This is an optimization exercise on Yosys and OpenROAD, whose aim is small area, not a production implementation.
In this exercise RTL edits were held to simulation tests only and were not proved equivalent to the original.
The clock port is modelled as an ideal driver; clocking choices that lean on that would not hold on a real chip.
Power is estimated from default activity; no workload was simulated.

--- constraint.sdc ---
create_clock -name core_clock -period 4.0 [get_ports {clk_i}]
set_input_delay 0.8000 -clock core_clock [delete_from_list [all_inputs] [get_ports {clk_i}]]
set_output_delay 0.8000 -clock core_clock [all_outputs]
set_load 0.01 [all_outputs]
--- config.mk ---
export PLATFORM = sky130hd
export DESIGN_NAME = regfile_top
export DESIGN_NICKNAME = regfile_top
export VERILOG_FILES = /design/flow/design.v
export SDC_FILE = /design/flow/constraint.sdc
export NUM_CORES = 8
export LEC_CHECK = 0
export CAP_MARGIN = 20
export CORE_MARGIN = 2
export CORE_UTILIZATION = 45
export PLACE_DENSITY = 0.47
export SLEW_MARGIN = 20
export SYNTH_HIERARCHICAL = 1
export SYNTH_MINIMUM_KEEP_SIZE = 0
--- standard.sh ---
#!/bin/bash
# synth_recipe.tcl (not shown) runs the flow's synth.tcl, then flattens the netlist and writes it again
# the make line also repeats each setting of config.mk as NAME=value (left out here)
make -C /OpenROAD-flow-scripts/flow DESIGN_CONFIG=/design/flow/config.mk WORK_HOME=/design/flow/orfs CLKGATE_MAP_FILE= SYNTH_SCRIPT=/design/flow/synth_recipe.tcl "${@:-finish}"
--- flow/run.sh ---
#!/bin/bash
# Layout flow: the standard flow (standard.sh: unchanged synthesis, floorplan,
# power grid and tap cells, placement, routing), with these changes to how the
# layout is made:
#  - at the start of floorplan, gates that synthesis sized up are set back to
#    drive strength 1 (downsize.tcl); the resizer sizes up again where needed,
#  - port buffers are buf_2 cells instead of delay cells,
#  - the clock tree has no dummy loads and uses larger sink clusters.
set -euo pipefail
here=$(pwd)
export PRE_FLOORPLAN_TCL="$here/flow/downsize.tcl"
export BUFFER_PORTS_ARGS="-buffer_cell sky130_fd_sc_hd__buf_2"
export CTS_ARGS="-sink_clustering_enable -repair_clock_nets -dont_use_dummy_load -sink_clustering_size 40 -sink_clustering_max_diameter 60"
bash standard.sh synth > log_synth.txt 2>&1
bash standard.sh > log_layout.txt 2>&1
--- design.v ---
package regfile_mp_pkg;
    localparam int RF_DATA_W = 32;
    localparam int RF_ADDR_W = 5;
endpackage
module regfile_oai221 (
    input  logic a1, a2, b1, b2, c1,
    output logic y
);
    assign y = ~((a1 | a2) & (b1 | b2) & c1);
endmodule
module regfile_oai22 (
    input  logic a1, a2, b1, b2,
    output logic y
);
    assign y = ~((a1 | a2) & (b1 | b2));
endmodule
module regfile_nand2 (
    input  logic a, b,
    output logic y
);
    assign y = ~(a & b);
endmodule
module regfile_nor2 (
    input  logic a, b,
    output logic y
);
    assign y = ~(a | b);
endmodule
module regfile_nand_n #(
    parameter int N = 4
) (
    input  logic [N-1:0] a,
    output logic         y
);
    assign y = ~&a;
endmodule
module regfile_nor_n #(
    parameter int N = 4
) (
    input  logic [N-1:0] a,
    output logic         y
);
    assign y = ~|a;
endmodule
module regfile_bit (
    input  logic clk_i,
    input  logic nh1_i,
    input  logic nh0_i,
    input  logic hold_i,
    input  logic wd1_i,
    input  logic wd0_i,
    output logic qn_o
);
    logic keep_n, d;
    regfile_nand2  u_keep (.a(hold_i), .b(qn_o), .y(keep_n));
    regfile_oai221 u_next (.a1(nh1_i), .a2(wd1_i), .b1(nh0_i), .b2(wd0_i), .c1(keep_n), .y(d));
    always_ff @(posedge clk_i) begin
        qn_o <= d;
    end
endmodule
module regfile_rd_bit (
    input  logic [30:0] nsel_i,
    input  logic [30:0] qn_i,
    output logic        q_o
);
    logic [15:0] part;      
    logic [3:0]  grp_n;     
    for (genvar g = 0; g < 15; g++) begin : g_oai
        regfile_oai22 u_oai (
            .a1(nsel_i[2*g]),   .a2(qn_i[2*g]),
            .b1(nsel_i[2*g+1]), .b2(qn_i[2*g+1]),
            .y (part[g])
        );
    end
    regfile_nor2 u_last (.a(nsel_i[30]), .b(qn_i[30]), .y(part[15]));
    for (genvar g = 0; g < 4; g++) begin : g_nor
        regfile_nor_n #(.N(4)) u_nor (.a(part[4*g +: 4]), .y(grp_n[g]));
    end
    regfile_nand_n #(.N(4)) u_out (.a(grp_n), .y(q_o));
endmodule
module regfile_rd_port
#(
    parameter int DATA_W = regfile_mp_pkg::RF_DATA_W,
    parameter int DEPTH  = 32
) (
    input  logic [DEPTH-1:1]          nsel_i,
    input  logic [DEPTH*DATA_W-1:0]   memn_i,
    output logic [DATA_W-1:0]         rdata_o
);
    for (genvar b = 0; b < DATA_W; b++) begin : g_bit
        logic [DEPTH-1:1] col;
        for (genvar e = 1; e < DEPTH; e++) begin : g_col
            assign col[e] = memn_i[e*DATA_W + b];
        end
        regfile_rd_bit u_bit (
            .nsel_i (nsel_i),
            .qn_i   (col),
            .q_o    (rdata_o[b])
        );
    end
endmodule
module regfile_mp
#(
    parameter int DATA_W = regfile_mp_pkg::RF_DATA_W,
    parameter int ADDR_W = regfile_mp_pkg::RF_ADDR_W
) (
    input  logic                  clk_i,
    input  logic                  rst_ni,
    input  logic [1:0]            we_i,
    input  logic [2*ADDR_W-1:0]   waddr_i,
    input  logic [2*DATA_W-1:0]   wdata_i,
    input  logic [2*ADDR_W-1:0]   raddr_i,
    input  logic                  clr_i,
    output logic                  busy_o,
    output logic [2*DATA_W-1:0]   rdata_o
);
    localparam int DEPTH = 2**ADDR_W;
    logic              busy_q;
    logic [ADDR_W-1:0] ptr_q;
    logic [DEPTH-1:1]  valid_q;
    logic [DATA_W-1:0] memn_q [1:DEPTH-1];    
    logic [ADDR_W-1:0] wa0, wa1;
    logic [DATA_W-1:0] wd0, wd1;
    logic              wr_ok;
    logic [DEPTH-1:1]  h0, h1, hold, clr_e;
    assign wa0 = waddr_i[0 +: ADDR_W];
    assign wa1 = waddr_i[ADDR_W +: ADDR_W];
    assign wd0 = wdata_i[0 +: DATA_W];
    assign wd1 = wdata_i[DATA_W +: DATA_W];
    assign wr_ok = !busy_q && !clr_i;
    always_comb begin
        for (int e = 1; e < DEPTH; e++) begin
            h1[e]    = we_i[1] && wr_ok && (wa1 == ADDR_W'(e));
            h0[e]    = we_i[0] && wr_ok && (wa0 == ADDR_W'(e)) && !h1[e];
            hold[e]  = !(h0[e] || h1[e]);
            clr_e[e] = busy_q && (ptr_q == ADDR_W'(e));
        end
    end
    always_ff @(posedge clk_i or negedge rst_ni) begin
        if (!rst_ni) begin
            busy_q <= 1'b0;
            ptr_q  <= '0;
        end else begin
            busy_q <= busy_q ? (ptr_q != ADDR_W'(DEPTH-1)) : clr_i;
            ptr_q  <= busy_q ? ptr_q + 1'b1 : '0;
        end
    end
    assign busy_o = busy_q;
    always_ff @(posedge clk_i or negedge rst_ni) begin
        if (!rst_ni) begin
            valid_q <= '0;
        end else begin
            valid_q <= (valid_q & ~clr_e) | h0 | h1;
        end
    end
    for (genvar e = 1; e < DEPTH; e++) begin : g_word
        for (genvar b = 0; b < DATA_W; b++) begin : g_bit
            regfile_bit u_bit (
                .clk_i  (clk_i),
                .nh1_i  (!h1[e]),
                .nh0_i  (!h0[e]),
                .hold_i (hold[e]),
                .wd1_i  (wd1[b]),
                .wd0_i  (wd0[b]),
                .qn_o   (memn_q[e][b])
            );
        end
    end
    logic [DEPTH*DATA_W-1:0] memn_flat;
    always_comb begin
        memn_flat[0 +: DATA_W] = '1;
        for (int e = 1; e < DEPTH; e++) begin
            memn_flat[e*DATA_W +: DATA_W] = memn_q[e];
        end
    end
    for (genvar j = 0; j < 2; j++) begin : g_rd
        logic [DEPTH-1:1] nsel_q;    
        always_ff @(posedge clk_i or negedge rst_ni) begin
            if (!rst_ni) begin
                nsel_q <= '1;
            end else begin
                for (int e = 1; e < DEPTH; e++) begin
                    nsel_q[e] <= !((raddr_i[j*ADDR_W +: ADDR_W] == ADDR_W'(e)) &&
                                   (valid_q[e] || h0[e] || h1[e]));
                end
            end
        end
        regfile_rd_port #(
            .DATA_W (DATA_W),
            .DEPTH  (DEPTH)
        ) u_rd_port (
            .nsel_i  (nsel_q),
            .memn_i  (memn_flat),
            .rdata_o (rdata_o[j*DATA_W +: DATA_W])
        );
    end
endmodule
module regfile_top (
    input  logic         clk_i,
    input  logic         rst_ni,
    input  logic [1:0]   we_i,
    input  logic [9:0]   waddr_i,
    input  logic [63:0]  wdata_i,
    input  logic [9:0]   raddr_i,
    input  logic         clr_i,
    output logic         busy_o,
    output logic [63:0]  rdata_o
);
    regfile_mp #(
        .DATA_W   (32),
        .ADDR_W   (5)
    ) u_rf (
        .clk_i   (clk_i),
        .rst_ni  (rst_ni),
        .we_i    (we_i),
        .waddr_i (waddr_i),
        .wdata_i (wdata_i),
        .raddr_i (raddr_i),
        .clr_i   (clr_i),
        .busy_o  (busy_o),
        .rdata_o (rdata_o)
    );
endmodule
--- flow/downsize.tcl ---
# Set every combinational gate that synthesis sized up back to its smallest
# drive strength; the resizer sizes up again where timing or slew needs it.
set db [ord::get_db]
set n 0
foreach inst [[ord::get_db_block] getInsts] {
  set m [[$inst getMaster] getName]
  if {![regexp {^(sky130_fd_sc_hd__([a-z0-9]+))_([0-9]+)$} $m -> base kind size]} { continue }
  if {$size <= 1} { continue }
  if {![regexp {^(a[0-9bo]+i?|o[0-9ab]+i?|nand[0-9b]*|nor[0-9b]*|and[0-9b]*|or[0-9b]*|xor[0-9]|xnor[0-9]|mux2i?|mux4|inv|maj3)$} $kind]} { continue }
  set new [$db findMaster ${base}_1]
  if {$new eq "NULL" || $new eq ""} { continue }
  $inst swapMaster $new
  incr n
}
puts "downsize: $n instances set to drive strength 1"
==> results.cfg, run 1 <==
[run_status]
status = complete, but fails checks
so_faults = setup timing

[grt]
grt_pass1_vias = 51300
grt-ovfl-total = 0
grt_max_degree = 50
grt_usage_pct = 55.3
antenna_found_initial = 47
grt_first_pass_wirelength_um = 405000

[clocking]
clkSinkCount = 1091
cts_buffers = 97
cts_buffer_depth = 3
clock_latency_ns = 0.74
clockRootBuffer = clkbuf_16
cts_htree_levels = 3
cts_tree = built
postCtsHoldBufs = 0
path_clk_slew_ns = 0.07

[layout]
fin_util_pct = 53.7
drive_gt1_share_pct = 14.1
mostFrequentLayoutCells = 996 x nand2_1, 992 x o221ai_1, 992 x dfxtp_1
layout.cells.most_common = nand2_1
final_cell_count_no_fill = 6646
area_growth_pct = 18.5
nets = 5401
nFillCells = 9141

[worst_setup_path]
timing.rr.start = u_rf.busy_q$_DFF_PN0_
cp.arrival_ns = 3.36
ff2ff_path_depth = 6
crit_path_start = u_rf.g_rd[0].nsel_q[21]$_DFF_PN1_
rrSetupSlack_ns = 0.97
cp.required_ns = 3.20
critPathKind = reg2out
worstSetupEndpointType = output port
critPathMaxFanout = 17
worst_setup_path_start_kind = flip-flop
r2r_end = u_rf.g_word[8].g_bit[26].u_bit.qn_o$_DFF_P_

[die]
start_util_pct = 45.3
dieArea_um2 = 103000
fp.dieW_um = 321
die_y_um = 321
coreArea_um2 = 100000
core.rowCount = 116
io_pins = 154

[drt]
drc_errors = 0
first_iter_violations = 11900
vias = 57000
wl_um = 297000
postRouteAntennaNets = 0
via_per_inst = 8.57
wire_per_inst_um = 44.7
first_pass_iters = 13

[power]
power_density_nw_per_um2 = 439
ir_drop_mv = 0.297
p_leak_nw = 19.7

[sta]
maxSlewHeadroom_pct = 20.1
slew_viol_final = 0
fin_crit_ns = 4.16
finalSetupViolCount = 23
worstMarginPinSlew_ns = 1.20
final.setup.tns_ns = -1.69
worst_slack_ns = -0.156
max_freq_ghz = 0.241
clock_skew_ns = 0.0340
hold_violations = 0
final.period_utilization_pct = 104

[placement]
place_hpwl_um = 178000
io_buffer_count = 153
gp_congestion = 1.05
dp_cells = 6504
pre_cts_ws_ns = 0.445

[yosys]
syn_inst = 4778
postSynthNetCount = 4873
avgSynthCellArea_um2 = 9.49
syn-cell-area_um2 = 45300
yosys_warnings = 9

[job]
max_cap_violations = 0

[worst_hold_path]
hp-class = in2async
==> where the power goes <==
part | total, W | switching (W) | internal [W] | leakage [nW]
Sequential | 0.0125 | 0.000755 | 0.0118 | 9.17
Clock | 0.00855 | 0.00430 | 0.00424 | 1.20
Combinational | 0.00254 | 0.00164 | 0.000894 | 9.34
==> layer usage <==
layer	share of wire (%)	global-route usage (%)
met3	17	28.4
met1	35	66.2
met4	10	44.1
met5	0.16	4.54
met2	39	73.2
==> worst max path at each step <==
stage	to	slack [ns]	depth (start not counted)
floorplan	u_rf.g_word[15].g_bit[0].u_bit.qn_o$_DFF_P_	0.39	7
global placement	rdata_o[15]	0.53	6
detailed placement	rdata_o[15]	0.45	6
CTS	rdata_o[63]	0.003	5
global route	rdata_o[53]	-0.004	7
finish	rdata_o[15]	-0.16	6
==> flip-flops by register name (all words and copies together), names as in the netlist <==
name / cells
u_rf.busy_q: 1
u_rf.g_rd.nsel_q: 62
u_rf.g_word.g_bit.u_bit.qn_o: 992
u_rf.ptr_q: 5
u_rf.valid_q: 31
==> cell type report <==
type                       instances  area [um2]  share of cell area (%)
antenna                           44         110                   0.205
clock buffer                      97        2430                    4.52
inverter                           3        11.3                  0.0210
multi-input combinational       3643       23300                    43.3
sequential                      1091       22500                    41.8
tap                             1298        1620                    3.02
timing repair buffer             470        3790                    7.05
==> repair_timing <==
action | in CTS | in global routing
gates resized for setup | 11 | 26
pin swaps | 0 | 2
setup buffers | 0 | 1
setup endpoints to repair | 8 | 19
cloned | 0 | 0
==> per-stage QoR <==
| stage | hold slack, ns | power [W] | cell area (um2) |
|---|---|---|---|
| finish | 0.179 | 0.0236 | 53700 |
| global route | 0.206 | 0.0241 | 53700 |
| CTS | 0.184 | 0.0233 | 53500 |
| detailed placement | 0.470 | 0.0151 | 51000 |
| global placement | 0.465 | 0.0150 | 51000 |
| floorplan | 0.456 | 0.0137 | 45300 |
==> critical path: stages, from the launching register on <==
cell	delay (ns)
dfstp_2	0.91
buf_4	0.50
o22ai_1	0.24
nor4_2	0.40
buf_4	0.21
nand4_1	0.16
buf_2	0.21
==> run 2: changes to the inputs <==
--- a/design.v
+++ b/design.v
@@ -175,13 +175,13 @@
     end
     for (genvar j = 0; j < 2; j++) begin : g_rd
-        logic [DEPTH-1:1] nsel_q;    
-        always_ff @(posedge clk_i or negedge rst_ni) begin
-            if (!rst_ni) begin
-                nsel_q <= '1;
-            end else begin
-                for (int e = 1; e < DEPTH; e++) begin
-                    nsel_q[e] <= !((raddr_i[j*ADDR_W +: ADDR_W] == ADDR_W'(e)) &&
-                                   (valid_q[e] || h0[e] || h1[e]));
-                end
+        logic [ADDR_W-1:0] ra;
+        logic [DEPTH-1:1]  nsel;      
+        logic [DATA_W-1:0] arr;       
+        logic              byp1, byp0;
+        logic [DATA_W-1:0] rdata_d, rdata_q;
+        assign ra = raddr_i[j*ADDR_W +: ADDR_W];
+        always_comb begin
+            for (int e = 1; e < DEPTH; e++) begin
+                nsel[e] = !((ra == ADDR_W'(e)) && valid_q[e]);
             end
         end
@@ -190,8 +190,23 @@
             .DEPTH  (DEPTH)
         ) u_rd_port (
-            .nsel_i  (nsel_q),
+            .nsel_i  (nsel),
             .memn_i  (memn_flat),
-            .rdata_o (rdata_o[j*DATA_W +: DATA_W])
+            .rdata_o (arr)
         );
+        assign byp1 = we_i[1] && wr_ok && (wa1 == ra) && (ra != '0);
+        assign byp0 = we_i[0] && wr_ok && (wa0 == ra) && (ra != '0) && !byp1;
+        always_comb begin
+            rdata_d = ({DATA_W{byp1}} & wd1) |
+                      ({DATA_W{byp0}} & wd0) |
+                      ({DATA_W{!(byp1 || byp0)}} & arr);
+        end
+        always_ff @(posedge clk_i or negedge rst_ni) begin
+            if (!rst_ni) begin
+                rdata_q <= '0;
+            end else begin
+                rdata_q <= rdata_d;
+            end
+        end
+        assign rdata_o[j*DATA_W +: DATA_W] = rdata_q;
     end
 endmodule
==> run 2 against run 1 <==
Net effect: the run now finishes clean; combinational power up 86%; worst setup slack gained 0.81 ns; die area grew 3.2%; first-iteration DRC count shrank 15%; clock skew up 0.022 ns; global-route usage decreased by 9.6 points; count of clock-buffer cells in the layout up 4; power grew 13%; core utilization is 0.051 points higher; synthesized cell count is 7.1% higher; largest power group unchanged; highest routed layer unchanged.
==> results.cfg, run 2 <==
[sta]
final.setup.tns_ns = 0
clock_skew_ns = 0.0558
final.period_utilization_pct = 83.6
max_freq_ghz = 0.299
fin_crit_ns = 3.34
hold_violations = 0
rsz0062_at_grt = no
slew_viol_final = 0
maxSlewHeadroom_pct = 10.7
timing.hold.ws_ns = 0.117
worstMarginPinSlew_ns = 1.33
finalSetupViolCount = 0

[grt]
grt_usage_pct = 45.7
grt_first_pass_wirelength_um = 363000
grt_max_degree = 102
antenna_found_initial = 15
grt_pass1_vias = 50300
grt-ovfl-total = 0

[clocking]
cts_buffers = 101
clockRootBuffer = clkbuf_16
cts_tree = built
cts_resized = 0
path_clk_slew_ns = 0.07
postCtsHoldBufs = 0
clkSinkCount = 1093
cts_htree_levels = 3
clock_latency_ns = 0.72
post_cts_buffers = 0
cts_buffer_depth = 3

[layout]
layout.cells.most_common = nand2_1
largest_reg_flops = 992
top_regs = u_rf.g_word.g_bit.u_bit.qn_o x992, u_rf.g_rd.rdata_q x64, u_rf.valid_q x31
regMostFlops = u_rf.g_word.g_bit.u_bit.qn_o
drive_gt1_share_pct = 13.2
fin_util_pct = 53.8
nFillCells = 9619
final_cell_count_no_fill = 7036
nets = 5749
mostFrequentLayoutCells = 1053 x nand2_1, 992 x o221ai_1, 992 x dfxtp_1
area_growth_pct = 18.7

[power]
finalPower_w = 0.0267
p_leak_nw = 20.2
pwr-share-clk_pct = 32.2
ir_drop_mv = 0.346
switching_share_pct = 31.5
power.net_switching_w = 0.00841
power_density_nw_per_um2 = 481
p_int_w = 0.0183
p_comb_share_pct = 17.7
p_seq_share_pct = 50.1

[job]
max_cap_violations = 0

[die]
coreArea_um2 = 103000
core.rowCount = 118
die_y_um = 327
start_util_pct = 45.3
io_pins = 154
fp.dieW_um = 327
dieArea_um2 = 107000

[worst_setup_path]
cp.arrival_ns = 3.98
worst_setup_path_start_kind = primary input
critPathMaxFanout = 17
critPathKind = in2reg
ff2ff_path_depth = 6
cp.required_ns = 4.63
cp_cell_sequence = buf_2 -> nor3b_1 -> nand3_2 -> buf_12 -> o22ai_1 -> nor4_1 -> buf_4 -> nand4_1 -> o21ai_0 -> a31oi_1
critical_path.top_delay_family = simple AND/OR/NAND/NOR gates
slowest_stage = nor3b_1
worstSetupEndpointType = flip-flop
crit_cells = 10
slowest_delay_ns = 1.02
critical_path_buf_inv_count = 3

[run_status]
status = no timing/DRC/antenna violations

[drt]
wl_um = 259000
vias = 55500
first_pass_iters = 11
first_iter_violations = 10100
wire_per_inst_um = 36.8
drc_errors = 0
postRouteAntennaNets = 0
via_per_inst = 7.88

[yosys]
avgSynthCellArea_um2 = 9.15
syn-cell-area_um2 = 46800
syn_inst = 5115
postSynthNetCount = 5210
yosys_warnings = 9

[placement]
gp_congestion = 1.05
io_buffer_count = 153
dp_cells = 6931
place_hpwl_um = 160000

[worst_hold_path]
hp-class = in2async
[run 2: power groups by stage]
| stage | sequential, W | combinational (W) | clock, W |
|---|---|---|---|
| after floorplan | 0.0132 | 0.00205 | 0 |
| after global placement | 0.0135 | 0.00431 | 0 |
| after detailed placement | 0.0135 | 0.00440 | 0 |
| after CTS | 0.0133 | 0.00441 | 0.00863 |
| after global routing | 0.0135 | 0.00491 | 0.00898 |
| final | 0.0134 | 0.00472 | 0.00861 |
[run 2: cell type report]
cell class	count	area (um2)	area share [%]
Antenna cell	4	10.0	0.0180
Timing Repair Buffer	520	4190	7.54
Sequential cell	1093	22400	40.3
Inverter	4	15.0	0.0270
Multi-Input combinational cell	3934	24700	44.5
Clock buffer	101	2530	4.55
Tap cell	1380	1730	3.11
[run 2: worst reg2reg max path, delay by kind of cell (launching register included)]
kind / cells / cell delay (ns)
AND/OR/NAND/NOR: 3 / 1.48
AO/OA/AOI/OAI: 2 / 0.62
flip-flops: 1 / 0.42
buffers and inverters: 1 / 0.40
[run 2: metrics by stage]
stage | area, um2 | setup slack (ns)
finish | 55600 | 0.658
CTS | 55600 | 0.796
global placement | 53000 | 0.205
global route | 55600 | 0.727
floorplan | 46800 | 0.369
detailed placement | 53000 | 0.0988
[run 2: path summary, 6_finish.rpt]
check	startpoint	endpoint	slack (ns)
max	raddr_i[1]	u_rf.g_rd[0].rdata_q[14]$_DFF_PN0_	0.66
min	rst_ni	u_rf.g_rd[0].rdata_q[25]$_DFF_PN0_	0.12
max reg2reg	u_rf.busy_q$_DFF_PN0_	u_rf.g_word[9].g_bit[29].u_bit.qn_o$_DFF_P_	0.95
min reg2reg	u_rf.g_word[2].g_bit[19].u_bit.qn_o$_DFF_P_	u_rf.g_word[2].g_bit[19].u_bit.qn_o$_DFF_P_	0.49
max in group asynchronous	rst_ni	u_rf.g_rd[1].rdata_q[3]$_DFF_PN0_	3.21
min in group core_clock	clr_i	u_rf.busy_q$_DFF_PN0_	0.43
[run 2: per-layer routing]
metal,wire length [um],GRT usage [%]
met2,108000,66.5
met3,41600,20.0
met4,12800,18.2
met1,96500,59.2
met5,313,1.46
==> run 3: changes to the inputs <==
--- a/flow/run.sh
+++ b/flow/run.sh
@@ -11,5 +11,5 @@
 export PRE_FLOORPLAN_TCL="$here/flow/downsize.tcl"
 export BUFFER_PORTS_ARGS="-buffer_cell sky130_fd_sc_hd__buf_2"
-export CTS_ARGS="-sink_clustering_enable -repair_clock_nets -dont_use_dummy_load -sink_clustering_size 40 -sink_clustering_max_diameter 60"
+export CTS_ARGS="-sink_clustering_enable -repair_clock_nets -dont_use_dummy_load -sink_clustering_size 25 -sink_clustering_max_diameter 100"
 bash standard.sh synth > log_synth.txt 2>&1
 bash standard.sh > log_layout.txt 2>&1
==> run 3 against run 2 <==
Net effect: worst setup slack worse by 0.026 ns; combinational power barely moved; still clean on timing, DRC and antenna; critical path depth stayed put; sequential power about the same; power down 9.9%; via count fell by 0.94%; count of clock-buffer cells in the layout is 51 lower; final cell count shrank 0.74%; sequential share of layout area increased by 0.95 points; highest routed layer unchanged; global-route usage shrank 0.20 points; sequential cell count unchanged; clock skew is 0.0042 ns lower.
==> results.cfg, run 3 <==
[drt]
wl_um = 258000
drc_errors = 0
postRouteAntennaNets = 0
vias = 54900
wire_per_inst_um = 36.9
via_per_inst = 7.87
first_pass_iters = 14
first_iter_violations = 10200

[grt]
grt_pass1_vias = 49900
grt-ovfl-total = 0
grt_first_pass_wirelength_um = 361000
antenna_found_initial = 17
grt_max_degree = 102
grt_usage_pct = 45.5

[power]
power_density_nw_per_um2 = 443
p_leak_nw = 19.5
ir_drop_mv = 0.502
finalPower_w = 0.0241

[sta]
max_freq_ghz = 0.297
finalSetupViolCount = 0
slew_viol_final = 0
fin_crit_ns = 3.37
final.setup.tns_ns = 0
rsz0062_at_grt = no
clock_skew_ns = 0.0516
maxSlewHeadroom_pct = 10.1
hold_violations = 0
worstMarginPinSlew_ns = 1.34
final.period_utilization_pct = 84.2

[clocking]
clockRootBuffer = clkbuf_16
path_clk_slew_ns = 0.11
postCtsHoldBufs = 0
clkSinkCount = 1093
cts_buffer_depth = 3
cts_buffers = 50
clock_latency_ns = 0.73
cts_htree_levels = 2
post_cts_buffers = 0
cts_resized = 0
cts_tree = built

[worst_setup_path]
worst_setup_path_start_kind = primary input
critPathMaxFanout = 17
cp.arrival_ns = 4.01
cp.required_ns = 4.65
worstSetupEndpointType = flip-flop
critPathKind = in2reg

[layout]
layout.cells.most_common = nand2_1
area_growth_pct = 16.0
largest_reg_flops = 992
drive_gt1_share_pct = 12.4
mostFrequentLayoutCells = 1053 x nand2_1, 992 x o221ai_1, 992 x dfxtp_1
nets = 5698
top_regs = u_rf.g_word.g_bit.u_bit.qn_o x992, u_rf.g_rd.rdata_q x64, u_rf.valid_q x31
regMostFlops = u_rf.g_word.g_bit.u_bit.qn_o

[yosys]
syn-cell-area_um2 = 46800
avgSynthCellArea_um2 = 9.15
yosys_warnings = 9
syn_inst = 5115
postSynthNetCount = 5210

[die]
die_y_um = 327
fp.dieW_um = 327
io_pins = 154
start_util_pct = 45.3
coreArea_um2 = 103000
dieArea_um2 = 107000
core.rowCount = 118

[job]
max_cap_violations = 0

[run_status]
status = no timing/DRC/antenna violations

[placement]
io_buffer_count = 153
gp_congestion = 1.05
place_hpwl_um = 160000

[worst_hold_path]
hp-class = in2async
[run 3: final timing paths]
path                       slack [ns]  depth (start not counted)                                          end                                   startpoint
hold reg to reg                  0.50                          2  u_rf.g_word[16].g_bit[1].u_bit.qn_o$_DFF_P_  u_rf.g_word[16].g_bit[1].u_bit.qn_o$_DFF_P_
min in group core_clock          0.36                          3                        u_rf.busy_q$_DFF_PN0_                                        clr_i
hold / removal                   0.13                          2           u_rf.g_rd[0].rdata_q[22]$_DFF_PN0_                                       rst_ni
max in group asynchronous        3.25                          2           u_rf.g_rd[1].rdata_q[19]$_DFF_PN0_                                       rst_ni
setup / recovery                 0.63                         10           u_rf.g_rd[0].rdata_q[14]$_DFF_PN0_                                   raddr_i[1]
setup reg to reg                 0.89                          6  u_rf.g_word[9].g_bit[29].u_bit.qn_o$_DFF_P_                        u_rf.busy_q$_DFF_PN0_
[run 3: area by class of cell]
cell class | instances | area, um2
repair buffers | 520 | 4190
multi-input cells | 3934 | 24700
well taps | 1380 | 1730
inverters | 4 | 15.0
fillers | 9708 | 49100
diodes | 3 | 7.51
flip-flops and latches | 1093 | 22400
clock buffers | 50 | 1250
[run 3: routing by layer]
| layer | global-route usage [%] | wire, um | up-vias |
|---|---|---|---|
| met4 | 18.7 | 12500 | 18 |
| li1 | - | - | 22500 |
| met1 | 58.9 | 96800 | 26900 |
| met3 | 19.8 | 40800 | 866 |
| met5 | 0.932 | 251 | - |
| met2 | 66.1 | 107000 | 4632 |
[run 3: worst max-delay path: stages]
cell and delay, ns:
buf_2 0.20, nor3b_1 1.04, nand3_2 0.85, buf_12 0.42, o22ai_1 0.15, nor4_1 0.07, buf_4 0.13, nand4_1 0.07
o21ai_0 0.09, a31oi_1 0.19
[run 3: stage by stage]
step                      hold slack (ns)  utilization [%]  std cells  area (um2)  worst slack [ns]
after global routing                0.166             52.5       6983       54300             0.718
after global placement              0.466             51.3       6930       53000             0.205
after CTS                           0.177             52.5       6981       54300             0.818
after detailed placement            0.470             51.3       6931       53000            0.0988
after floorplan                     0.456                -       5115       46800             0.369
final                               0.131             52.5       6984       54300             0.632
[run 3: where the power goes]
part           switching (W)  leakage, nW  total, W  internal, W
combinational        0.00298         9.64   0.00471      0.00174
sequential           0.00123         9.29    0.0134       0.0121
clock                0.00375        0.616   0.00599      0.00225
total                0.00795         19.5    0.0241       0.0161
==> run 4: changes to the inputs <==
--- a/flow/run.sh
+++ b/flow/run.sh
@@ -11,5 +11,5 @@
 export PRE_FLOORPLAN_TCL="$here/flow/downsize.tcl"
 export BUFFER_PORTS_ARGS="-buffer_cell sky130_fd_sc_hd__buf_2"
-export CTS_ARGS="-sink_clustering_enable -repair_clock_nets -dont_use_dummy_load -sink_clustering_size 25 -sink_clustering_max_diameter 100"
+export CTS_ARGS="-sink_clustering_enable -repair_clock_nets -dont_use_dummy_load -sink_clustering_size 22 -sink_clustering_max_diameter 120"
 bash standard.sh synth > log_synth.txt 2>&1
 bash standard.sh > log_layout.txt 2>&1
--- a/config.mk
+++ b/config.mk
@@ -8,6 +8,6 @@
 export CAP_MARGIN = 20
 export CORE_MARGIN = 2
-export CORE_UTILIZATION = 45
-export PLACE_DENSITY = 0.47
+export CORE_UTILIZATION = 60
+export PLACE_DENSITY = 0.62
 export SLEW_MARGIN = 20
 export SYNTH_HIERARCHICAL = 1
==> run 4 against run 3 <==
Net effect: still clean on timing, DRC and antenna; count of clock-buffer cells in the layout up 5; worst setup slack worse by 0.17 ns; clock power up 3.3%; non-clock buffer count up 15; clock skew up 0.013 ns; die area down 25%; routed wire length about the same; combinational power up 2%; core utilization up 17 points; power up 1.5%; sequential share of layout area up 0.26 points; critical path type unchanged; critical endpoint is now u_rf.g_rd[1].rdata_q[8]$_DFF_PN0_.
==> results.cfg, run 4 <==
[die]
coreArea_um2 = 77300
die_y_um = 283
io_pins = 154
dieArea_um2 = 80300
start_util_pct = 60.5
fp.dieW_um = 283
core.rowCount = 102

[drt]
postRouteAntennaNets = 0
vias = 59600
first_pass_iters = 17
via_per_inst = 8.91
drc_errors = 0
wire_per_inst_um = 38.5
wl_um = 258000
first_iter_violations = 16100

[clocking]
cts_tree = built
clock_latency_ns = 0.73
cts_htree_levels = 2
post_cts_buffers = 0
clkSinkCount = 1093
cts_resized = 0
clockRootBuffer = clkbuf_16
postCtsHoldBufs = 0
cts_buffer_depth = 3
cts_buffers = 55
path_clk_slew_ns = 0.10

[sta]
timing.hold.ws_ns = 0.0824
finalSetupViolCount = 0
final.period_utilization_pct = 88.4
slew_viol_final = 0
clock_skew_ns = 0.0644
worstMarginPinSlew_ns = 1.37
fin_crit_ns = 3.53
rsz0062_at_grt = no
max_freq_ghz = 0.283
final.setup.tns_ns = 0
maxSlewHeadroom_pct = 7.69
hold_violations = 0

[layout]
top_regs = u_rf.g_word.g_bit.u_bit.qn_o x992, u_rf.g_rd.rdata_q x64, u_rf.valid_q x31
nets = 5718
layout.cells.most_common = nand2_1
largest_reg_flops = 992
area_growth_pct = 15.2
regMostFlops = u_rf.g_word.g_bit.u_bit.qn_o
mostFrequentLayoutCells = 1058 x nand2_1, 992 x o221ai_1, 992 x dfxtp_1
nFillCells = 6332
drive_gt1_share_pct = 12.2
final_area_um2 = 54000

[worst_setup_path]
critPathMaxFanout = 25
critical_path_buf_inv_count = 3
cp_cell_sequence = buf_2 -> nand2_1 -> nor2_1 -> nand3_2 -> buf_4 -> o22ai_1 -> nor4_1 -> buf_4 -> nand4_1 -> o21ai_0 -> a31oi_1
slowest_stage = nand3_2
critPathKind = in2reg
worst_setup_path_start_kind = primary input
slowest_delay_ns = 1.06
rrSetupSlack_ns = 0.64
cp.required_ns = 4.59
path_common_cell = buf_4
timing.rr.start = u_rf.busy_q$_DFF_PN0_
ff2ff_path_depth = 6
worstSetupEndpointType = flip-flop
r2r_end = u_rf.g_word[9].g_bit[31].u_bit.qn_o$_DFF_P_
cp.arrival_ns = 4.13
critical_path.top_delay_family = simple AND/OR/NAND/NOR gates

[placement]
gp_congestion = 1.14
place_hpwl_um = 154000
postPlaceCellArea_um2 = 52500
io_buffer_count = 153

[yosys]
syn_inst = 5115
syn-cell-area_um2 = 46800
postSynthNetCount = 5210
yosys_warnings = 9
avgSynthCellArea_um2 = 9.15

[grt]
grt_max_degree = 44
grt_usage_pct = 60.2
grt_first_pass_wirelength_um = 364000
grt_pass1_vias = 53500
grt-ovfl-total = 0
antenna_found_initial = 35

[power]
ir_drop_mv = 0.418
finalPower_w = 0.0244
power_density_nw_per_um2 = 453
p_leak_nw = 19.6

[job]
max_cap_violations = 0

[worst_hold_path]
hp-class = in2async

[run_status]
status = no timing/DRC/antenna violations
## run 4: how the worst max path moves through the flow
| stage | slack (ns) | end | cells past startpoint | start |
|---|---|---|---|---|
| floorplan | 0.37 | u_rf.g_word[3].g_bit[0].u_bit.qn_o$_DFF_P_ | 5 | clr_i |
| global placement | 0.11 | u_rf.g_rd[1].rdata_q[12]$_DFF_PN0_ | 10 | raddr_i[7] |
| detailed placement | 0.28 | u_rf.g_rd[1].rdata_q[5]$_DFF_PN0_ | 11 | raddr_i[6] |
| finish | 0.47 | u_rf.g_rd[1].rdata_q[8]$_DFF_PN0_ | 11 | raddr_i[6] |
| CTS | 0.93 | u_rf.g_word[9].g_bit[6].u_bit.qn_o$_DFF_P_ | 6 | u_rf.busy_q$_DFF_PN0_ |
| global route | 0.63 | u_rf.g_word[9].g_bit[15].u_bit.qn_o$_DFF_P_ | 6 | u_rf.busy_q$_DFF_PN0_ |
## run 4: final cells by class
class / instances / area [um2] / area share [%]
Inverter: 4 / 15.0 / 0.0278
Tap cell: 1040 / 1300 / 2.41
Timing Repair Buffer: 535 / 4200 / 7.78
Sequential cell: 1093 / 22400 / 41.5
Antenna cell: 29 / 72.6 / 0.135
Multi-Input combinational cell: 3934 / 24600 / 45.6
Clock buffer: 55 / 1380 / 2.55
## run 4: layer usage
metal | vias to the layer above | global-route usage, % | wire length, um
met2 | 7255 | 80.3 | 95700
met4 | 50 | 34.9 | 23800
li1 | 22600 | - | -
met5 | - | 4.58 | 893
met3 | 2260 | 38.7 | 54200
met1 | 27400 | 71.9 | 83200
## run 4: per-stage QoR
step           instances  util (%)  setup WS, ns
2_1_floorplan       5115         -         0.369
3_3_place_gp        6606      67.8         0.111
3_5_place_dp        6606      67.8         0.280
4_1_cts             6661      69.6         0.931
5_1_grt             6669      69.7         0.625
6_report            6690      69.8         0.466
## run 4: power by group
part | leakage (nW) | internal [W] | total [W] | switching (W)
clock | 0.678 | 0.00245 | 0.00619 | 0.00374
combinational | 9.64 | 0.00173 | 0.00479 | 0.00306
sequential | 9.29 | 0.0121 | 0.0135 | 0.00133
total | 19.6 | 0.0163 | 0.0244 | 0.00812
==> run 5: changes to the inputs <==
==> flow/run.sh (replaced) <==
#!/bin/bash
# Layout flow: the standard flow (standard.sh: unchanged synthesis, floorplan,
# power grid and tap cells, placement, routing), with these changes to how the
# layout is made:
#  - at the start of floorplan, gates that synthesis sized up are set back to
#    drive strength 1 (downsize.tcl); the resizer sizes up again where needed,
#  - port buffers are buf_2 cells instead of delay cells,
#  - the clock tree has no dummy loads and uses larger sink clusters,
#  - after clock tree synthesis, data buffers and gates are set one size smaller
#    and the resizer then repairs slew, capacitance and timing (recover.tcl).
set -euo pipefail
here=$(pwd)
export PRE_FLOORPLAN_TCL="$here/flow/downsize.tcl"
export POST_CTS_TCL="$here/flow/recover.tcl"
export BUFFER_PORTS_ARGS="-buffer_cell sky130_fd_sc_hd__buf_2"
export CTS_ARGS="-sink_clustering_enable -repair_clock_nets -dont_use_dummy_load -sink_clustering_size 25 -sink_clustering_max_diameter 100"
bash standard.sh synth > log_synth.txt 2>&1
bash standard.sh > log_layout.txt 2>&1
==> flow/recover.tcl (new file) <==
# Area recovery after clock tree synthesis: set data buffers and gates one step
# smaller, then fix any slew, capacitance or setup violation this leaves.
report_design_area
set db [ord::get_db]
set smaller {buf_16 buf_12 buf_12 buf_8 buf_8 buf_6 buf_6 buf_4 buf_4 buf_2}
set n 0
foreach inst [[ord::get_db_block] getInsts] {
  set m [[$inst getMaster] getName]
  if {[string match "*clkbuf*" $m]} continue
  set new ""
  foreach {a b} $smaller { if {$m eq "sky130_fd_sc_hd__$a"} { set new "sky130_fd_sc_hd__$b" } }
  if {$new eq "" && [regexp {^(sky130_fd_sc_hd__(nand|nor|a[0-9]+oi|o[0-9]+ai)[0-9a-z]*)_([248])$} $m -> base kind sz]} { set new ${base}_1 }
  if {$new eq ""} continue
  set nm [$db findMaster $new]
  if {$nm eq "NULL"} continue
  $inst swapMaster $nm
  incr n
}
puts "recover3: $n instances set smaller"
repair_design -slew_margin 20 -cap_margin 20 -verbose
repair_timing -setup -setup_margin 0.1 -verbose
repair_timing -hold -verbose
detailed_placement
check_placement -verbose
report_design_area
--- a/config.mk
+++ b/config.mk
@@ -8,6 +8,6 @@
 export CAP_MARGIN = 20
 export CORE_MARGIN = 2
-export CORE_UTILIZATION = 60
-export PLACE_DENSITY = 0.62
+export CORE_UTILIZATION = 45
+export PLACE_DENSITY = 0.47
 export SLEW_MARGIN = 20
 export SYNTH_HIERARCHICAL = 1
==> run 5 against run 4 <==
Net effect: still clean on timing, DRC and antenna; final cell count up 4.5%; die area up 33%; global-route usage down 15 points; sequential power about the same; first-iteration DRC count down 38%; count of clock-buffer cells in the layout down 5; clock power down 3.4%; non-clock buffer count down 11; critical path type unchanged.
==> results.cfg, run 5 <==
[run_status]
status = no timing/DRC/antenna violations

[drt]
drc_errors = 0
wl_um = 258000
dr_wl_met2_um = 107000
first_pass_iters = 9
vias = 55000
wire_per_inst_um = 36.9
first_iter_violations = 9998
via_per_inst = 7.87
met3WireLength_um = 40900
wl_met1_um = 96500
highest_layer = met5
postRouteAntennaNets = 0

[clocking]
path_clk_slew_ns = 0.11
clock_latency_ns = 0.73
clkSinkCount = 1093
cts_tree = built

[worst_setup_path]
slowest_delay_ns = 1.14
path_common_cell = buf_2
critPathKind = in2reg
cp_cell_sequence = buf_2 -> nor3b_1 -> nand3_1 -> buf_8 -> o22ai_1 -> nor4_1 -> buf_2 -> nand4_1 -> o21ai_0 -> a31oi_1
critical_path_buf_inv_count = 3
worstSetupEndpointType = flip-flop
slowest_stage = nand3_1
critical_path.top_delay_family = simple AND/OR/NAND/NOR gates
critPathMaxFanout = 17
cp.arrival_ns = 4.31
worst_setup_path_start_kind = primary input
cp.required_ns = 4.65

[grt]
grt-ovfl-total = 0
grt_pass1_vias = 49800
antenna_found_initial = 19
grt_max_degree = 102
grt_usage_pct = 45.5
grt_first_pass_wirelength_um = 362000

[layout]
regMostFlops = u_rf.g_word.g_bit.u_bit.qn_o
seq_area_um2 = 22400
nFillCells = 9998
multi_input_area_um2 = 24100
nets = 5702
top_regs = u_rf.g_word.g_bit.u_bit.qn_o x992, u_rf.g_rd.rdata_q x64, u_rf.valid_q x31
drive_gt1_share_pct = 10.5
largest_reg_flops = 992
mostFrequentLayoutCells = 1059 x nand2_1, 992 x o221ai_1, 992 x dfxtp_1
area_growth_pct = 12.6
layout.cells.most_common = nand2_1

[die]
core.rowCount = 118
fp.dieW_um = 327
dieArea_um2 = 107000
die_y_um = 327
io_pins = 154
start_util_pct = 45.3
coreArea_um2 = 103000

[placement]
place_hpwl_um = 160000
io_buffer_count = 153
gp_congestion = 1.05

[sta]
final.period_utilization_pct = 91.6
final.setup.tns_ns = 0
clock_skew_ns = 0.0497
rsz0062_at_grt = no
worstMarginPinSlew_ns = 1.37
max_freq_ghz = 0.273
timing.hold.ws_ns = 0.227
hold_violations = 0
maxSlewHeadroom_pct = 7.73
fin_crit_ns = 3.66
slew_viol_final = 0
finalSetupViolCount = 0

[yosys]
yosys_warnings = 9
syn_inst = 5115
avgSynthCellArea_um2 = 9.15
syn-cell-area_um2 = 46800
postSynthNetCount = 5210

[job]
max_cap_violations = 0

[power]
power_density_nw_per_um2 = 453
ir_drop_mv = 0.499
finalPower_w = 0.0239
p_leak_nw = 18.9

[worst_hold_path]
hp-class = in2async
[run 5: final timing paths]
path	startpoint	endpoint	slack, ns	cells past startpoint
worst max-delay path	raddr_i[1]	u_rf.g_rd[0].rdata_q[14]$_DFF_PN0_	0.34	10
worst min-delay path	rst_ni	u_rf.g_rd[0].rdata_q[22]$_DFF_PN0_	0.23	2
worst max register to register	u_rf.busy_q$_DFF_PN0_	u_rf.g_word[9].g_bit[29].u_bit.qn_o$_DFF_P_	0.68	6
worst min register to register	u_rf.g_word[16].g_bit[1].u_bit.qn_o$_DFF_P_	u_rf.g_word[16].g_bit[1].u_bit.qn_o$_DFF_P_	0.50	2
max in group asynchronous	rst_ni	u_rf.g_rd[0].rdata_q[3]$_DFF_PN0_	3.01	2
min in group core_clock	clr_i	u_rf.busy_q$_DFF_PN0_	0.36	3
[run 5: cell type report]
type	count	area share (%)
inverters	4	0.0285
repair buffers	524	6.09
diodes	7	0.0332
clock buffers	50	2.37
multi-input cells	3934	45.7
well taps	1380	3.28
flip-flops and latches	1093	42.5
[run 5: where the power goes]
part | switching [W] | internal (W)
clock network | 0.00374 | 0.00224
logic | 0.00294 | 0.00159
registers | 0.00120 | 0.0121
total | 0.00788 | 0.0160
[run 5: stage by stage]
stage	utilization [%]	cells	cell area (um2)	setup WS, ns
after global routing	51.0	6988	52700	0.492
after floorplan	-	5115	46800	0.369
after detailed placement	51.3	6931	53000	0.0988
after global placement	51.3	6930	53000	0.205
final	51.0	6992	52700	0.336
[run 5: layer usage]
layer | global-route usage (%) | vias to the layer above
met1 | 59.2 | 26900
met3 | 19.3 | 862
li1 | - | 22600
met4 | 18.7 | 20
met2 | 66.1 | 4630
met5 | 0.932 | -
==> run 6: changes to the inputs <==
--- a/flow/run.sh
+++ b/flow/run.sh
@@ -7,5 +7,5 @@
 #  - port buffers are buf_2 cells instead of delay cells,
 #  - the clock tree has no dummy loads and uses larger sink clusters,
-#  - after clock tree synthesis, data buffers and gates are set one size smaller
+#  - after clock tree synthesis, data buffers and gates are set to their smallest sizes
 #    and the resizer then repairs slew, capacitance and timing (recover.tcl).
 set -euo pipefail
--- a/flow/recover.tcl
+++ b/flow/recover.tcl
@@ -1,7 +1,7 @@
-# Area recovery after clock tree synthesis: set data buffers and gates one step
-# smaller, then fix any slew, capacitance or setup violation this leaves.
+# Area recovery after clock tree synthesis: set data buffers to buf_2 and gates
+# to drive strength 1, then fix any slew, capacitance or setup violation this leaves.
 report_design_area
 set db [ord::get_db]
-set smaller {buf_16 buf_12 buf_12 buf_8 buf_8 buf_6 buf_6 buf_4 buf_4 buf_2}
+set smaller {buf_16 buf_2 buf_12 buf_2 buf_8 buf_2 buf_6 buf_2 buf_4 buf_2}
 set n 0
 foreach inst [[ord::get_db_block] getInsts] {
@@ -17,5 +17,5 @@
   incr n
 }
-puts "recover3: $n instances set smaller"
+puts "recover: $n instances set smaller"
 repair_design -slew_margin 20 -cap_margin 20 -verbose
 repair_timing -setup -setup_margin 0.1 -verbose
==> run 6 against run 5 <==
Net effect: still clean on timing, DRC and antenna; count of clock-buffer cells in the layout did not move; sequential share of layout area rose by 0.40 points; design area fell by 0.94%; clock skew fell by 0.0065 ns; critical path depth did not move; final cell count barely moved; die area did not move; register-to-register slack got worse by 0.29 ns; sequential cell count did not move; synthesized area did not move; global-route usage barely moved; via count barely moved; critical endpoint unchanged; largest cell class unchanged; highest routed layer unchanged.
==> results.cfg, run 6 <==
[drt]
first_iter_violations = 10400
highest_layer = met5
postRouteAntennaNets = 0
dr_wl_met2_um = 107000
vias = 55000
wire_per_inst_um = 36.9
drc_errors = 0
wl_um = 258000
wl_met1_um = 97300
via_per_inst = 7.87
first_pass_iters = 9
met3WireLength_um = 40300

[worst_hold_path]
hp-class = in2async

[clocking]
clkSinkCount = 1093
path_clk_slew_ns = 0.11
clock_latency_ns = 0.71
cts_tree = built

[placement]
pre_cts_ws_ns = 0.0988
io_buffer_count = 153
place_hpwl_um = 160000
gp_congestion = 1.05

[job]
max_cap_violations = 0

[sta]
clock_skew_ns = 0.0432
max_freq_ghz = 0.270
rsz0062_at_grt = no
worst_slack_ns = 0.292
slew_viol_final = 0
fin_crit_ns = 3.71
finalSetupViolCount = 0
final.period_utilization_pct = 92.7
final.setup.tns_ns = 0
hold_violations = 0
worstMarginPinSlew_ns = 1.35
maxSlewHeadroom_pct = 9.16

[layout]
drive_gt1_share_pct = 10.5
mostFrequentLayoutCells = 1059 x nand2_1, 992 x o221ai_1, 992 x dfxtp_1
layout.cells.most_common = nand2_1
regMostFlops = u_rf.g_word.g_bit.u_bit.qn_o
top_regs = u_rf.g_word.g_bit.u_bit.qn_o x992, u_rf.g_rd.rdata_q x64, u_rf.valid_q x31
largest_reg_flops = 992
fin_util_pct = 50.5
area_growth_pct = 11.5
nets = 5704

[grt]
grt-ovfl-total = 0
grt_usage_pct = 45.6
grt_pass1_vias = 49800
antenna_found_initial = 17
grt_first_pass_wirelength_um = 362000
grt_max_degree = 54

[worst_setup_path]
timing.rr.start = u_rf.busy_q$_DFF_PN0_
critPathMaxFanout = 17
worst_setup_path_start_kind = primary input
critPathKind = in2reg
slowest_delay_ns = 1.06
crit_path_start = raddr_i[1]
path_common_cell = buf_2
cp.required_ns = 4.64
slowest_stage = nand3_1
ff2ff_path_depth = 6
cp_cell_sequence = buf_2 -> nor3b_1 -> nand3_1 -> buf_2 -> o22ai_1 -> nor4_1 -> buf_2 -> nand4_1 -> o21ai_0 -> a31oi_1
worstSetupEndpointType = flip-flop
cp.arrival_ns = 4.34

[die]
core.rowCount = 118
dieArea_um2 = 107000
io_pins = 154
fp.dieW_um = 327
die_y_um = 327
coreArea_um2 = 103000
start_util_pct = 45.3

[yosys]
syn-cell-area_um2 = 46800
postSynthNetCount = 5210
avgSynthCellArea_um2 = 9.15
yosys_warnings = 9
syn_inst = 5115

[power]
p_leak_nw = 18.6
power_density_nw_per_um2 = 457
ir_drop_mv = 0.503

[run_status]
status = no timing/DRC/antenna violations
run 6: changes by cell type in the layout (fill, tap and decap cells not counted), sizes merged:
cell / previous run / this run
buf: 524 / 525
clkbuf: 50 / 51
run 6: where the power goes:
group | internal (W) | leakage, nW | total [W] | switching [W]
combinational | 0.00158 | 8.74 | 0.00451 | 0.00294
sequential | 0.0121 | 9.29 | 0.0133 | 0.00120
clock | 0.00225 | 0.616 | 0.00599 | 0.00374
total | 0.0160 | 18.6 | 0.0238 | 0.00788
run 6: final cells by class:
cell class                 count  area (um2)
antenna                        7        17.5
multi-input combinational   3934       24100
inverter                       4        15.0
timing repair buffer         526        2720
fill                       10100       51100
clock buffer                  50        1250
sequential                  1093       22400
tap                         1380        1730
run 6: worst max-delay path: cells and delay by family:
| kind | cells | cell delay (ns) |
|---|---|---|
| and+or+nand+nor | 4 | 2.08 |
| buffers and inverters | 3 | 0.94 |
| AOI/OAI and AO/OA | 3 | 0.51 |
run 6: through the flow:
stage	std cells	total power (W)	hold slack [ns]	area (um2)
final	6994	0.0238	0.158	52200
after global routing	6988	0.0245	0.189	52200
after detailed placement	6931	0.0179	0.470	53000
after global placement	6930	0.0179	0.466	53000
after floorplan	5115	0.0152	0.456	46800
run 6: path summary, 6_finish.rpt:
| check | endpoint | slack (ns) |
|---|---|---|
| worst min register to register | u_rf.g_word[22].g_bit[24].u_bit.qn_o$_DFF_P_ | 0.50 |
| worst max register to register | u_rf.g_word[8].g_bit[21].u_bit.qn_o$_DFF_P_ | 0.39 |
| worst min-delay path | u_rf.g_rd[0].rdata_q[22]$_DFF_PN0_ | 0.16 |
| max in group asynchronous | u_rf.g_rd[0].rdata_q[3]$_DFF_PN0_ | 3.07 |
| worst max-delay path | u_rf.g_rd[0].rdata_q[14]$_DFF_PN0_ | 0.29 |
| min in group core_clock | u_rf.busy_q$_DFF_PN0_ | 0.37 |
run 6: routing by layer:
layer	up-vias	GRT usage, %
li1	22600	-
met1	26900	59.3
met2	4637	66.3
met3	875	19.3
met4	18	18.1
met5	-	0.932

==> re-timing with driven ports <==
No port has a modelled driver above. Below, the same layouts with a new extraction and two added sets of constraints.
Step 1: set_driving_cell puts a clkbuf_16 on clk_i and a buf_2 on each other input, an assumption about the parent block.
Step 2, shift: input delay + t, output delay - t, t = (earliest + latest rising clock arrival at the registers) / 2. This alone moves slack from input paths to output paths.
Slacks: ideal / step 1 / step 2; pairs: ideal / step 1.
| run | t (ns) | setup slack, ns | pins driven straight from the clock port |
|---|---|---|---|
| run 1 | 0.792 | -0.156 / -0.238 / 0.310 | 1 |
| run 2 | 0.772 | 0.658 / 0.674 / -0.098 | 1 |
| run 3 | 0.778 | 0.632 / 0.646 / -0.132 | 1 |
| run 4 | 0.768 | 0.466 / 0.522 / -0.246 | 1 |
| run 5 | 0.774 | 0.336 / 0.351 / -0.424 | 1 |
| run 6 | 0.768 | 0.292 / 0.306 / -0.461 | 1 |
Met with ideal ports but missed after step 2: setup timing in 5 of these runs. For run 3, which loses most, drivers alone change the setup slack by +0.014 ns; drivers and shift together by -0.764 ns.
